Background: an optimization exercise with open tools, aiming at a short achievable clock period and few clock cycles. Do not read the settings as production practice. Only simulation tests tie the RTL to the original design; equivalence was not proved. Power is estimated from default activity; no workload was simulated.

==> flow/design.v <==
`default_nettype none
package icache_pkg;
   localparam int FETCH_ADDR_WIDTH = 32;
   localparam int FETCH_DATA_WIDTH = 32;
   localparam int NB_WAYS          = 2;
   localparam int NB_SETS          = 16;
   localparam int SET_ID_WIDTH     = 4;
   localparam int OFFSET_WIDTH     = 2;
   localparam int SET_ID_LSB       = 2;
   localparam int SET_ID_MSB       = 5;
   localparam int TAG_LSB          = 6;
   localparam int TAG_WIDTH        = 26;
   localparam int RESP_BUF_DEPTH   = 2;
   localparam int RESP_PTR_WIDTH   = 1;
   localparam int RESP_CNT_WIDTH   = 2;
   typedef enum logic [2:0] {
      IDLE,
      LOOKUP,
      REFILL_REQ,
      REFILL_WAIT,
      FLUSH
   } ctrl_state_e;
endpackage
`default_nettype wire
`timescale 1ns/1ps
`default_nettype none
module refill_resp_buffer #(
   parameter int W = 32,
   parameter int D = 16
)
(
   input  wire logic          clk_i,
   input  wire logic          rst_n_i,
   input  wire logic          push_i,
   input  wire logic [W-1:0]  push_data_i,
   input  wire logic          pop_i,
   output logic [W-1:0]       head_o,
   output logic [W-1:0]       head_next_o,  
   output logic [D:0]         level_o      
);
   logic [W-1:0] e_q [D];
   logic [D:0]   lvl_q;
   assign head_o  = e_q[0];
   assign head_next_o = pop_i ? ((push_i && lvl_q[1]) ? push_data_i : e_q[(D > 1) ? 1 : 0])
                              : ((push_i && lvl_q[0]) ? push_data_i : e_q[0]);
   assign level_o = lvl_q;
   always_ff @(posedge clk_i)
   begin
      if (!rst_n_i)
         lvl_q <= (D+1)'(1);
      else if (push_i && !pop_i)
         lvl_q <= {lvl_q[D-1:0], 1'b0};
      else if (pop_i && !push_i)
         lvl_q <= {1'b0, lvl_q[D:1]};
   end
   always_ff @(posedge clk_i)
   begin
      for (int i = 0; i < D; i++)
      begin
         if (pop_i)
         begin
            if ((i == D - 1) || (push_i && lvl_q[i+1]))
               e_q[i] <= push_data_i;
            else
               e_q[i] <= e_q[(i == D - 1) ? i : i + 1];
         end
         else if (push_i && lvl_q[i])
            e_q[i] <= push_data_i;
      end
   end
endmodule
`default_nettype wire
`timescale 1ns/1ps
`default_nettype none
module icache_top
(
   input  wire logic        clk_i,
   input  wire logic        rst_n_i,
   input  wire logic        fetch_req_i,
   input  wire logic [31:0] fetch_addr_i,
   output logic             fetch_gnt_o,
   output logic             fetch_rvalid_o,
   output logic [31:0]      fetch_rdata_o,
   output logic             refill_req_o,
   input  wire logic        refill_gnt_i,
   output logic [31:0]      refill_addr_o,
   input  wire logic        refill_r_valid_i,
   input  wire logic [31:0] refill_r_data_i,
   input  wire logic        flush_icache_i,
   output logic             cache_is_flushed_o
);
   localparam int NW  = 2;             
   localparam int NS  = 16;            
   localparam int NL  = NW * NS;       
   localparam int TW  = 26;            
   localparam int N   = 256;           
   localparam int R   = 64;            
   localparam int D   = 64;            
   logic [TW-1:0]  tag_q   [NW][NS];
   logic [NW-1:0]  valid_q [NS];
   logic [NS-1:0]  victim_q;
   logic [31:0]    data_q  [NL];        
   logic           gnt_q;
   logic           acc;
   logic [TW-1:0]  a_tag;
   logic [NS-1:0]  a_sel;
   assign fetch_gnt_o = gnt_q & ~flush_icache_i;
   assign acc         = fetch_req_i & fetch_gnt_o;
   assign a_tag       = fetch_addr_i[31:6];
   always_comb
      for (int s = 0; s < NS; s++)
         a_sel[s] = (fetch_addr_i[5:2] == 4'(s));
   logic           l_valid_q;
   logic [29:0]    l_addr_q;            
   logic [NS-1:0]  l_sel_q;             
   logic [NW-1:0]  l_mraw_q;            
   logic [NW-1:0]  l_vraw_q;            
   logic           l_vict_raw_q;        
   logic           l_same_q;            
   logic           l_pway_q;            
   logic           l_eqp_q;             
   logic [TW-1:0]  l_tag;
   logic [NW-1:0]  match;
   logic           hit;
   logic           vict;
   logic           miss;
   logic [NW-1:0]  fill_w;
   assign l_tag = l_addr_q[29:4];
   always_comb
   begin
      for (int w = 0; w < NW; w++)
         match[w] = (l_same_q && (l_pway_q == w[0])) ? l_eqp_q
                                                     : (l_vraw_q[w] & l_mraw_q[w]);
      hit  = |match;
      vict = l_vict_raw_q ^ l_same_q;
      miss = l_valid_q & ~hit;
      for (int w = 0; w < NW; w++)
         fill_w[w] = miss & (vict == w[0]);
   end
   logic           w_v_q;
   logic           w_hit_q;
   logic [4:0]     w_line_q;            
   logic           p_v_q;               
   logic [29:0]    p_addr_q;
   logic [5:0]     rq_head;
   logic [N:0]     rq_lvl;
   logic           rq_ne;
   logic           rq_push;
   logic           rq_pop;
   logic           hd_v_q;
   logic           hd_hit_q;
   logic [NL-1:0]  hd_sel_q;            
   logic [NL-1:0]  hd_wsel_q;           
   logic [31:0]    hd_word;
   logic           pop;
   logic           hd_load;
   logic           from_w;
   logic           mq_pop;
   logic           out_v_q;
   logic [31:0]    out_d_q;
   assign rq_ne   = !rq_lvl[0];
   assign hd_load = !hd_v_q || pop;
   assign rq_pop  = hd_load && rq_ne;
   assign from_w  = hd_load && !rq_ne && w_v_q;
   assign rq_push = w_v_q && !from_w;
   refill_resp_buffer #(.W(6), .D(N)) i_resp_q (
      .clk_i       ( clk_i              ),
      .rst_n_i     ( rst_n_i            ),
      .push_i      ( rq_push            ),
      .push_data_i ( {w_hit_q, w_line_q} ),
      .pop_i       ( rq_pop             ),
      .head_o      ( rq_head            ),
      .head_next_o (                    ),
      .level_o     ( rq_lvl             )
   );
   logic [29:0]    aq_head;
   logic [29:0]    aq_next;
   logic [29:0]    raddr_q;             
   logic [R:0]     aq_lvl;
   logic           req_q;
   logic           take;
   logic [D:0]     owed_q;              
   logic           rf_v_q;
   logic [31:0]    rf_d_q;
   logic [31:0]    dq_head;
   logic [D:0]     dq_lvl;
   logic           dq_ne;
   assign take          = req_q & refill_gnt_i;
   assign refill_req_o  = req_q;
   assign refill_addr_o = {raddr_q, 2'b00};
   refill_resp_buffer #(.W(30), .D(R)) i_addr_q (
      .clk_i       ( clk_i    ),
      .rst_n_i     ( rst_n_i  ),
      .push_i      ( p_v_q    ),
      .push_data_i ( p_addr_q ),
      .pop_i       ( take     ),
      .head_o      ( aq_head  ),
      .head_next_o ( aq_next  ),
      .level_o     ( aq_lvl   )
   );
   refill_resp_buffer #(.W(32), .D(D)) i_data_q (
      .clk_i       ( clk_i    ),
      .rst_n_i     ( rst_n_i  ),
      .push_i      ( rf_v_q   ),
      .push_data_i ( rf_d_q   ),
      .pop_i       ( mq_pop   ),
      .head_o      ( dq_head  ),
      .head_next_o (          ),
      .level_o     ( dq_lvl   )
   );
   assign dq_ne  = !dq_lvl[0];
   assign pop    = hd_v_q & (hd_hit_q | dq_ne);
   assign mq_pop = pop & ~hd_hit_q;
   always_comb
   begin
      hd_word = '0;
      for (int i = 0; i < NL; i++)
         hd_word = hd_word | ({32{hd_sel_q[i]}} & data_q[i]);
   end
   assign fetch_rvalid_o = out_v_q;
   assign fetch_rdata_o  = out_d_q;
   logic           fl_done_q;
   logic           fl_now;
   assign fl_now             = flush_icache_i & ~fl_done_q;
   assign cache_is_flushed_o = fl_done_q;
   always_ff @(posedge clk_i)
   begin
      if (!rst_n_i)
      begin
         gnt_q     <= 1'b1;
         l_valid_q <= 1'b0;
         l_same_q  <= 1'b0;
         w_v_q     <= 1'b0;
         p_v_q     <= 1'b0;
         hd_v_q    <= 1'b0;
         out_v_q   <= 1'b0;
         req_q     <= 1'b0;
         owed_q    <= (D+1)'(1);
         rf_v_q    <= 1'b0;
         fl_done_q <= 1'b0;
         victim_q  <= '0;
         for (int s = 0; s < NS; s++)
            valid_q[s] <= '0;
      end
      else
      begin
         gnt_q     <= !(|rq_lvl[N:N-6]) && !(|aq_lvl[R:R-6]);
         l_valid_q <= acc;
         l_same_q  <= miss && ((fetch_addr_i[5:2]) == l_addr_q[3:0]);
         w_v_q     <= l_valid_q;
         p_v_q     <= miss;
         if (hd_load)
            hd_v_q <= rq_ne || w_v_q;
         out_v_q   <= pop;
         req_q  <= (p_v_q || (take ? !aq_lvl[1] : !aq_lvl[0])) &&
                   !((take && !mq_pop) ? owed_q[D-1] : (mq_pop && !take) ? 1'b0 : owed_q[D]);
         if (take && !mq_pop)
            owed_q <= {owed_q[D-1:0], 1'b0};
         else if (mq_pop && !take)
            owed_q <= {1'b0, owed_q[D:1]};
         rf_v_q <= refill_r_valid_i;
         fl_done_q <= fl_now;
         for (int s = 0; s < NS; s++)
         begin
            for (int w = 0; w < NW; w++)
               if (fill_w[w] && l_sel_q[s])
                  valid_q[s][w] <= 1'b1;
            if (miss && l_sel_q[s])
               victim_q[s] <= ~victim_q[s];
            if (fl_now)
               valid_q[s] <= '0;
         end
      end
   end
   always_ff @(posedge clk_i)
   begin
      logic [NW-1:0] mraw;
      logic [NW-1:0] vraw;
      logic          vraw_p;
      l_addr_q <= fetch_addr_i[31:2];
      l_sel_q  <= a_sel;
      mraw   = '0;
      vraw   = '0;
      vraw_p = 1'b0;
      for (int s = 0; s < NS; s++)
      begin
         for (int w = 0; w < NW; w++)
         begin
            mraw[w] = mraw[w] | (a_sel[s] & (tag_q[w][s] == a_tag));
            vraw[w] = vraw[w] | (a_sel[s] & valid_q[s][w]);
         end
         vraw_p = vraw_p | (a_sel[s] & victim_q[s]);
      end
      l_mraw_q     <= mraw;
      l_vraw_q     <= vraw;
      l_vict_raw_q <= vraw_p;
      l_pway_q     <= vict;
      l_eqp_q      <= (a_tag == l_tag);
      for (int s = 0; s < NS; s++)
         for (int w = 0; w < NW; w++)
            if (fill_w[w] && l_sel_q[s])
               tag_q[w][s] <= l_tag;
      w_hit_q  <= hit;
      w_line_q <= {hit ? match[1] : vict, l_addr_q[3:0]};
      p_addr_q <= l_addr_q;
      if (hd_load)
      begin
         hd_hit_q <= rq_ne ? rq_head[5] : w_hit_q;
         for (int i = 0; i < NL; i++)
         begin
            hd_sel_q[i]  <= ((rq_ne ? rq_head[4:0] : w_line_q) == 5'(i));
            hd_wsel_q[i] <= ((rq_ne ? rq_head[4:0] : w_line_q) == 5'(i)) &&
                            !(rq_ne ? rq_head[5] : w_hit_q);
         end
      end
      out_d_q <= hd_hit_q ? hd_word : dq_head;
      for (int i = 0; i < NL; i++)
         if (hd_v_q && dq_ne && hd_wsel_q[i])
            data_q[i] <= dq_head;
      rf_d_q <= refill_r_data_i;
      raddr_q <= aq_next;
   end
endmodule
`default_nettype wire
Settings: LEC_CHECK=0, CAP_MARGIN=20, CORE_MARGIN=2, CORE_UTILIZATION=45, CTS_CLUSTER_DIAMETER=100, CTS_CLUSTER_SIZE=20, SETUP_SLACK_MARGIN=3.2, SLEW_MARGIN=20, TNS_END_PERCENT=100; clock period 6.0 ns.
standard.sh (not shown) runs the stock make flow with config.mk's settings and CLKGATE_MAP_FILE= SYNTH_SCRIPT=/design/flow/synth_recipe.tcl, a recipe that flattens the netlist after the stock synthesis.
==> flow/flow/run.sh <==
#!/bin/bash
# The standard layout, with every port buffered by a plain buf_4 rather
# than the delay cell buffer_ports picks on its own.
set -euo pipefail
export BUFFER_PORTS_ARGS="-buffer_cell sky130_fd_sc_hd__buf_4"
bash standard.sh finish > standard_flow.log 2>&1
Testbench counts at the start, summed over its fixed seeds: cycles 32,745.
Edit:
--- a/flow/design.v
+++ b/flow/design.v
@@ -175,8 +175,9 @@
    );
    logic [29:0]    aq_head;
    logic [29:0]    aq_next;
    logic [29:0]    raddr_q;             
+   logic           aq_ne_next;          
    logic [R:0]     aq_lvl;
    logic           req_q;
    logic           take;
    logic [D:0]     owed_q;              
@@ -185,8 +186,9 @@
    logic [31:0]    dq_head;
    logic [D:0]     dq_lvl;
    logic           dq_ne;
    assign take          = req_q & refill_gnt_i;
+   assign aq_ne_next    = p_v_q || (take ? !aq_lvl[1] : !aq_lvl[0]);
    assign refill_req_o  = req_q;
    assign refill_addr_o = {raddr_q, 2'b00};
    refill_resp_buffer #(.W(30), .D(R)) i_addr_q (
       .clk_i       ( clk_i    ),
@@ -251,9 +253,9 @@
          p_v_q     <= miss;
          if (hd_load)
             hd_v_q <= rq_ne || w_v_q;
          out_v_q   <= pop;
-         req_q  <= (p_v_q || (take ? !aq_lvl[1] : !aq_lvl[0])) &&
+         req_q  <= aq_ne_next &&
                    !((take && !mq_pop) ? owed_q[D-1] : (mq_pop && !take) ? 1'b0 : owed_q[D]);
          if (take && !mq_pop)
             owed_q <= {owed_q[D-1:0], 1'b0};
          else if (mq_pop && !take)
@@ -317,8 +319,8 @@
       for (int i = 0; i < NL; i++)
          if (hd_v_q && dq_ne && hd_wsel_q[i])
             data_q[i] <= dq_head;
       rf_d_q <= refill_r_data_i;
-      raddr_q <= aq_next;
+      raddr_q <= aq_ne_next ? aq_next : '0;
    end
 endmodule
 `default_nettype wire
After rerunning:
- die area is about the same
- cell count rises by 0.38%
- clock power hardly moves
- power stays flat
- sequential share of layout area stays flat
Testbench counts after the change, summed over its fixed seeds: cycles 32,745.

-- static timing again, ports no longer ideal --
The results above use ideal ports. As a check the final layouts listed here were re-extracted and re-timed, cells and wires unchanged. Step 1: set_driving_cell puts a clkbuf_16 on clk_i and a buf_2 on each other input, an assumption about the parent block. Step 2 moves the port delays by t, midway between the first and last clock arrival at a register: inputs arrive t later, outputs are due t later. That takes back most of the time a late clock gives input paths. Slacks: ideal / step 1 / step 2; pairs: ideal / step 1.
| run | t, ns | setup slack, ns | hold slack, ns | worst slew at a driven data input, ns | pins driven straight from the clock port |
|---|---|---|---|---|---|
| the first run | 1.209 | 2.811 / 2.677 / 2.076 | 0.190 / 0.128 / 0.357 | 0.39 | 1 |
| the second run | 1.217 | 2.998 / 2.871 / 2.005 | 0.166 / 0.115 / 0.350 | 0.47 | 1 |
After both steps setup and hold are still met in every run listed. For the second run, which loses most, drivers alone change the setup slack by -0.127 ns; drivers and shift together by -0.993 ns.
